What follows belongs to an exercise in optimizing a design on an open flow for small area, a short achievable clock period and few clock cycles per item; a production flow would make more cautious choices.
Function was checked by simulation only, so behaviour that the tests miss may differ from the original.
Power is estimated from default activity; no workload was simulated.

File: flow/design.v
`default_nettype none
module mbps_pattern_store #(
  parameter int unsigned PatternMax = 32,
  parameter int unsigned IdxW       = 5,
  parameter int unsigned LenW       = 6,
  parameter int unsigned ByteW      = 8
) (
  input  wire                         clk_i,
  input  wire                         load_write_i,
  input  wire [IdxW-1:0]              load_idx_i,
  input  wire [ByteW-1:0]             load_data_i,
  input  wire                         load_wild_i,
  input  wire [LenW-1:0]              len_i,
  output logic [PatternMax*ByteW-1:0] exp_o,
  output logic [PatternMax-1:0]       care_o
);
  logic [ByteW-1:0] pat_q  [PatternMax];
  logic             wild_q [PatternMax];
  always_ff @(posedge clk_i) begin
    if (load_write_i) begin
      pat_q[load_idx_i]  <= load_data_i;
      wild_q[load_idx_i] <= load_wild_i;
    end
  end
  always_comb begin
    for (int unsigned k = 0; k < PatternMax; k++) begin
      exp_o[k*ByteW +: ByteW] = pat_q[IdxW'(len_i - LenW'(1) - LenW'(k))];
      care_o[k] = (LenW'(k) < len_i) && !wild_q[IdxW'(len_i - LenW'(1) - LenW'(k))];
    end
  end
endmodule
`default_nettype wire
`default_nettype none
module mbps_window_match #(
  parameter int unsigned PatternMax = 32,
  parameter int unsigned ByteW      = 8
) (
  input  wire                         clk_i,
  input  wire                         rst_ni,
  input  wire                         shift_i,
  input  wire                         clear_i,
  input  wire [ByteW-1:0]             data_i,
  input  wire [PatternMax*ByteW-1:0]  exp_i,
  input  wire [PatternMax-1:0]        care_i,
  output logic                        match_o
);
  logic [PatternMax*ByteW-1:0] win_q;
  logic [PatternMax*ByteW-1:0] shifted;
  logic [PatternMax-1:0]       tap_ok;
  always_comb begin
    shifted = {win_q[(PatternMax-1)*ByteW-1:0], data_i};
    for (int unsigned k = 0; k < PatternMax; k++) begin
      tap_ok[k] = !care_i[k] || (exp_i[k*ByteW +: ByteW] == shifted[k*ByteW +: ByteW]);
    end
    match_o = &tap_ok;
  end
  always_ff @(posedge clk_i or negedge rst_ni) begin
    if (!rst_ni) begin
      win_q <= '0;
    end else if (shift_i) begin
      win_q <= clear_i ? '0 : shifted;
    end
  end
endmodule
`default_nettype wire
`default_nettype none
module masked_byte_pattern_search (
  input  wire          clk_i,
  input  wire          rst_ni,
  input  wire          cfg_we_i,
  input  wire [5:0]    cfg_pattern_length_i,
  input  wire          in_valid_i,
  output logic         in_ready_o,
  input  wire          mode_i,
  input  wire [4:0]    element_index_i,
  input  wire [7:0]    byte_value_i,
  input  wire          wildcard_req_i,
  input  wire          last_byte_i,
  output logic         out_valid_o,
  input  wire          out_ready_i,
  output logic         found_o,
  output logic [15:0]  match_offset_o
);
  localparam int unsigned PatternMax = 32;
  localparam int unsigned IdxW       = 5;
  localparam int unsigned LenW       = 6;
  localparam int unsigned ByteW      = 8;
  localparam int unsigned ElemW      = 5;
  localparam int unsigned CfgW       = 6;
  localparam int unsigned CountW     = 16;
  localparam logic        ModeLoad   = 1'b0;
  localparam logic        ModeScan   = 1'b1;
  logic                 len_valid_unused;
  logic [LenW-1:0]      len_q;
  logic                 in_valid_q;
  logic                 beat_mode_q;
  logic [ElemW-1:0]     beat_idx_q;
  logic [ByteW-1:0]     beat_data_q;
  logic                 beat_wild_q;
  logic                 beat_last_q;
  logic [CountW-1:0]    seen_q, seen_d;
  logic                 reported_q, reported_d;
  logic                 out_valid_q, out_valid_d;
  logic                 found_q, found_d;
  logic [CountW-1:0]    offset_q, offset_d;
  logic                 exec, scan, sat, enough, match, hit, miss_end;
  logic [LenW-1:0]      sub;
  logic [CountW:0]      diff;
  logic                 load_write;
  logic [LenW-1:0]      len_clamped;
  logic [PatternMax*ByteW-1:0] exp_row;
  logic [PatternMax-1:0]       care_row;
  assign len_valid_unused = 1'b0;
  assign exec       = in_valid_q && (!out_valid_q || out_ready_i);
  assign scan       = exec && (beat_mode_q == ModeScan) && !len_valid_unused;
  assign in_ready_o = !in_valid_q || exec;
  always_comb begin
    if (cfg_pattern_length_i == '0) begin
      len_clamped = LenW'(1);
    end else if ({1'b0, cfg_pattern_length_i} > (CfgW + 1)'(PatternMax)) begin
      len_clamped = LenW'(PatternMax);
    end else begin
      len_clamped = LenW'(cfg_pattern_length_i);
    end
  end
  always_ff @(posedge clk_i or negedge rst_ni) begin
    if (!rst_ni) begin
      len_q <= LenW'(1);
    end else if (cfg_we_i) begin
      len_q <= len_clamped;
    end
  end
  always_ff @(posedge clk_i or negedge rst_ni) begin
    if (!rst_ni) begin
      in_valid_q <= 1'b0;
    end else if (in_ready_o) begin
      in_valid_q <= in_valid_i;
    end
  end
  always_ff @(posedge clk_i) begin
    if (in_valid_i && in_ready_o) begin
      beat_mode_q <= mode_i;
      beat_idx_q  <= element_index_i;
      beat_data_q <= byte_value_i;
      beat_wild_q <= wildcard_req_i;
      beat_last_q <= last_byte_i;
    end
  end
  assign load_write = exec && (beat_mode_q == ModeLoad) &&
                      ((ElemW + 1)'(beat_idx_q) < (ElemW + 1)'(PatternMax));
  mbps_pattern_store #(
    .PatternMax (PatternMax),
    .IdxW       (IdxW),
    .LenW       (LenW),
    .ByteW      (ByteW)
  ) u_store (
    .clk_i        (clk_i),
    .load_write_i (load_write),
    .load_idx_i   (IdxW'(beat_idx_q)),
    .load_data_i  (beat_data_q),
    .load_wild_i  (beat_wild_q),
    .len_i        (len_q),
    .exp_o        (exp_row),
    .care_o       (care_row)
  );
  mbps_window_match #(
    .PatternMax (PatternMax),
    .ByteW      (ByteW)
  ) u_window (
    .clk_i   (clk_i),
    .rst_ni  (rst_ni),
    .shift_i (scan),
    .clear_i (beat_last_q),
    .data_i  (beat_data_q),
    .exp_i   (exp_row),
    .care_i  (care_row),
    .match_o (match)
  );
  always_comb begin
    sat      = &seen_q;
    sub      = sat ? len_q : (len_q - LenW'(1));
    diff     = {1'b0, seen_q} - (CountW + 1)'(sub);
    enough   = !diff[CountW];
    hit      = scan && !reported_q && enough && match;
    miss_end = scan && beat_last_q && !reported_q && !hit;
  end
  always_comb begin
    seen_d     = seen_q;
    reported_d = reported_q;
    if (scan) begin
      if (beat_last_q) begin
        seen_d     = '0;
        reported_d = 1'b0;
      end else begin
        seen_d     = sat ? seen_q : (seen_q + CountW'(1));
        reported_d = reported_q || hit;
      end
    end
  end
  always_comb begin
    out_valid_d = out_valid_q && !out_ready_i;
    found_d     = found_q;
    offset_d    = offset_q;
    if (hit || miss_end) begin
      out_valid_d = 1'b1;
      found_d     = hit;
      offset_d    = hit ? diff[CountW-1:0] : '0;
    end
  end
  always_ff @(posedge clk_i or negedge rst_ni) begin
    if (!rst_ni) begin
      seen_q      <= '0;
      reported_q  <= 1'b0;
      out_valid_q <= 1'b0;
    end else begin
      seen_q      <= seen_d;
      reported_q  <= reported_d;
      out_valid_q <= out_valid_d;
    end
  end
  always_ff @(posedge clk_i) begin
    found_q  <= found_d;
    offset_q <= offset_d;
  end
  assign out_valid_o    = out_valid_q;
  assign found_o        = found_q;
  assign match_offset_o = offset_q;
endmodule
`default_nettype wire
File: flow/run.sh
#!/bin/bash
# synth_recipe.tcl (not shown) runs the flow's synth.tcl, then flattens the netlist and writes it again
# the make line also repeats each setting of config.mk as NAME=value (left out here)
make -C /OpenROAD-flow-scripts/flow DESIGN_CONFIG=/design/flow/config.mk WORK_HOME=/design/flow/orfs CLKGATE_MAP_FILE= SYNTH_SCRIPT=/design/flow/synth_recipe.tcl finish
File: flow/config.mk
export PLATFORM = sky130hd
export DESIGN_NAME = masked_byte_pattern_search
export DESIGN_NICKNAME = masked_byte_pattern_search
export VERILOG_FILES = /design/flow/design.v
export SDC_FILE = /design/flow/constraint.sdc
export NUM_CORES = 4
export LEC_CHECK = 0
export CAP_MARGIN = 20
export CORE_MARGIN = 2
export CORE_UTILIZATION = 40
export SLEW_MARGIN = 20
File: flow/constraint.sdc
create_clock -name core_clock -period 7.0 [get_ports {clk_i}]
set_input_delay 1.4000 -clock core_clock [delete_from_list [all_inputs] [get_ports {clk_i}]]
set_output_delay 1.4000 -clock core_clock [all_outputs]
set_load 0.01 [all_outputs]
==> impl_metrics.toml <==
[drt]
top_layer_used = "met5"
drc = 0
antenna_left = 0
met2_wirelength_um = 87900
drt-met1-wl_um = 86500
drt_iter0_drc = 5580
num_vias = 37921
detail_route.wl_per_cell_um = 36.3
drtPass1Iterations = 5
routed_wl_um = 212000
vias_per_cell = 6.48
met3_wirelength_um = 22300

[status]
status = "timing/DRC/antenna clean"

[synthesis]
syn_area_per_cell_um2 = 10.4
yosys_warnings = 3
ys_ff_latch = 594
yosys_most_used_dff = "edfxtp_1"
netlist_area_um2 = 45100
synth-edff-count = 321
syn_nets = 4377
yosysUniqueCellTypes = 105
async_reset_ff_frac = 0.460
netlist_instances = 4336
ys_seq_area_frac = 0.365

[place]
dp_hpwl_um = 168000
io_buffers = 45
place_congestion = 1.09
pre_cts_slack_ps = 837

[cts]
ctsResizeCount = 0
cts_root_buf = "clkbuf_16"
numCtsBuffers = 71
htreeDepth = 3
postCtsHoldBufs = 0
clkTransAtPathRegs_ps = 80
post_cts_buffers = 0
cts_tree = "done"
clk_latency_ps = 700
cts.sinks = 594
cts.path.max_buffers = 3

[grt]
grt_use_total = 0.359
grt_pass1_wl_um = 287000
grt_pass1_vias = 34375
antenna_found_initial = 6
grt_max_degree = 188
grt_overflow = 0

[sta]
setup_viol_count_final = 0
rsz0062_at_grt = "false"
finalHoldViolCount = 0
fin_worst_skew_ps = 48.0
worstMarginPinSlew_ps = 1300
fin_crit_ps = 6380
maxSlewViolCount = 0
setup_tns_ps = 0
fmax_ghz = 0.157
slew_headroom = 0.108
setup_ws_ps = 615
post-route-period-util = 0.912

[power_and_ir_drop]
power_leakage_nw = 20.3
intPower_mw = 8.51
seq_power_share = 0.259
switchingPower_mw = 6.32
p_per_area_nw_per_um2 = 299
ir_drop_v = 0.000231
switching_share = 0.426
p_comb_frac = 0.484
power_frac_clock = 0.257

[die]
core_area_um2 = 112000
num_rows = 123
initial_core_util = 0.402
die_x_um = 340
die_y_um = 340
io_pins = 46
die-area_um2 = 116000

[worst_setup_path]
crit_type = "reg -> reg"
crit_chain = "inv_6, ha_4, xnor2_4, clkinv_2, buf_4, a31oi_4, xnor2_4, buf_12, mux4_2, xnor2_1, nor4_1, a211oi_1, nor4_1, and4_1, nand3_4, o21ai_1, buf_12"
cp-end-kind = "flop"
slowest_delay_ps = 720
startpoint_type = "flop"
cp.required_ps = 7370
crit_path_top_delay_cell = "buf_4"
path_max_fanout = 39
worstPathArrival_ps = 6750

[final_layout]
drive_gt1_frac = 0.135
fill_cells = 10575
nets = 4332
syn_to_final_growth_pct = 9.75

[worst_hold_path]
hold_path_class = "reg -> reg"

[flow_run]
maxCapViolations = 0
==> state kept, by name (all words and copies together), names as in the netlist, 5 cells and up <==
register        count
beat_idx_q          5
u_store.pat_q     256
u_window.win_q    248
len_q               6
seen_q             16
beat_data_q         8
offset_q           16
u_store.wild_q     32
==> worst max-delay path: cells and delay by family, from the launching register on <==
family	cells	cell delay, ps
buffers and inverters	5	1580
and+or+nand+nor	4	1550
xor gates and xnor gates	3	880
DFF	1	680
AOI/OAI and AO/OA	3	610
muxes	1	550
adders and majority gates	1	170
==> power by group through the flow <==
stage / registers [mW] / clock network [mW] / logic, mW
2_1_floorplan: 3.87 / 0 / 4.58
3_3_place_gp: 3.91 / 0 / 6.89
3_5_place_dp: 3.91 / 0 / 6.89
4_1_cts: 3.84 / 3.87 / 6.91
5_1_grt: 3.84 / 3.99 / 7.38
6_report: 3.84 / 3.81 / 7.18
==> cells by family (layout without fill, tap and decap cells) <==
family / count (synthesis) / after routing / share of synthesized area
flops: 594 / 594 / 0.365
simple gates: 1596 / 1596 / 0.184
buf+inv: 339 / 350 / 0.0404
xor+xnor: 398 / 398 / 0.0801
compound gates: 527 / 527 / 0.0789
fa+ha+maj: 14 / 14 / 0.00405
mux: 868 / 868 / 0.247
other cells: 0 / 1 / 0
==> synth_stat cells (12+ instances only) <==
cell type | n | share of area
a211oi_1 | 21 | 0.0035
a21o_1 | 12 | 0.0020
a21oi_1 | 125 | 0.014
a22oi_1 | 19 | 0.0032
a31oi_1 | 14 | 0.0019
and2_1 | 88 | 0.012
and3_1 | 78 | 0.011
buf_2 | 72 | 0.0080
buf_4 | 58 | 0.0096
buf_6 | 27 | 0.0067
clkbuf_1 | 136 | 0.011
dfrtp_1 | 272 | 0.15
edfxtp_1 | 321 | 0.21
ha_1 | 13 | 0.0036
inv_1 | 27 | 0.0022
mux2_2 | 67 | 0.017
mux2i_1 | 611 | 0.14
mux4_2 | 185 | 0.092
nand2_1 | 651 | 0.054
nand3_1 | 109 | 0.012
nand3b_1 | 253 | 0.042
nand4_1 | 60 | 0.0083
nor2_1 | 145 | 0.012
nor2b_1 | 37 | 0.0051
nor3_1 | 41 | 0.0045
nor4_1 | 55 | 0.0076
o211ai_1 | 78 | 0.013
o21ai_0 | 84 | 0.0093
o22ai_1 | 66 | 0.0092
o31ai_1 | 13 | 0.0022
or3_1 | 17 | 0.0024
xnor2_1 | 241 | 0.047
xor2_1 | 148 | 0.029
==> layout make-up <==
cell class / instances / area [µm²] / area share
Multi-Input combinational cell: 3403 / 27000 / 0.544
Sequential cell: 594 / 16500 / 0.333
Clock buffer: 88 / 1930 / 0.0390
Tap cell: 1500 / 1880 / 0.0379
Timing Repair Buffer: 189 / 1720 / 0.0347
Clock inverter: 41 / 427 / 0.00861
Inverter: 32 / 126 / 0.00255
Antenna cell: 1 / 2.50 / 0.0000505
==> final timing paths <==
kind                       cells after the start                             from                              end  slack [ps]
setup reg to reg                              17             len_q[0]$_DFFE_PN1P_        offset_q[0]$_SDFFCE_PN0P_         620
hold reg to reg                                2  u_window.win_q[153]$_DFFE_PN0P_  u_window.win_q[153]$_DFFE_PN0P_         530
max in group asynchronous                      2                           rst_ni    u_window.win_q[8]$_DFFE_PN0P_        4870
hold / removal                                 2  u_window.win_q[153]$_DFFE_PN0P_  u_window.win_q[153]$_DFFE_PN0P_         530
min in group asynchronous                      1                           rst_ni            seen_q[7]$_DFFE_PN0P_         800
setup / recovery                              17             len_q[0]$_DFFE_PN1P_        offset_q[0]$_SDFFCE_PN0P_         620
==> metal layers <==
layer	vias up	track usage
met2	2240	0.511
li1	15992	-
met5	-	0
met4	4	0.221
met1	19229	0.490
met3	456	0.0908
==> metrics by stage <==
stage	instances	hold WS, ps	utilization	total power, mW	instance area [µm²]
floorplan	4336	456	-	8.45	45100
global placement	5715	507	0.420	10.8	47100
detailed placement	5715	513	0.420	10.8	47100
CTS	5844	528	0.441	14.6	49500
global route	5847	562	0.441	15.2	49500
finish	5848	526	0.441	14.8	49500
==> cells in the final DEF, fill, tap and decap left out, types with 11 or more instances in the layout <==
cell type        synthesis  final
nand2_1                651    650
mux2i_1                611    609
edfxtp_1               321    321
dfrtp_1                272    271
nand3b_1               253    253
xnor2_1                241    240
mux4_2                 185    185
xor2_1                 148    147
nor2_1                 145    138
buf_4                   58    130
a21oi_1                125    124
nand3_1                109    108
and2_1                  88     88
o21ai_0                 84     83
o211ai_1                78     78
and3_1                  78     77
clkbuf_16                0     73
mux2_2                  67     67
o22ai_1                 66     66
nand4_1                 60     60
nor4_1                  55     55
clkdlybuf4s50_1          0     44
nor3_1                  41     41
nor2b_1                 37     37
inv_1                   27     27
a211oi_1                21     21
a22oi_1                 19     19
or3_1                   17     17
a31oi_1                 14     14
buf_12                   0     13
o31ai_1                 13     12
clkinv_1                 0     12
o31a_1                  11     11
a21o_1                  12     11
nor2_4                  11     11
ha_1                    13     11
Testbench counts, summed over its fixed seeds: cycles 35,837, items 35,633.

## separate check: timing with driven ports
No port has a modelled driver above. Below, the same layout with a new extraction and two added sets of constraints.
Step 1 assumes that a clkbuf_16 drives the clock port and a buf_2 every other input.
Step 2 adds t to the input delays and takes it off the output delays; t is the mean of the earliest and latest rising clock arrival at the registers after step 1. Input paths then give back, and output paths get back, about the clock's delay inside the block.
a / b / c = no drivers / after step 1 / after step 2; a / b = the first two.
t (ns): 0.746
setup slack, ns: 0.615 / 0.615 / 0.615
latest minus earliest clock arrival (ns): 0.061 / 0.060
After both steps this run still meets setup and hold. The setup slack of this run moves by 0.000 ns with the drivers and by 0.000 ns with both steps.
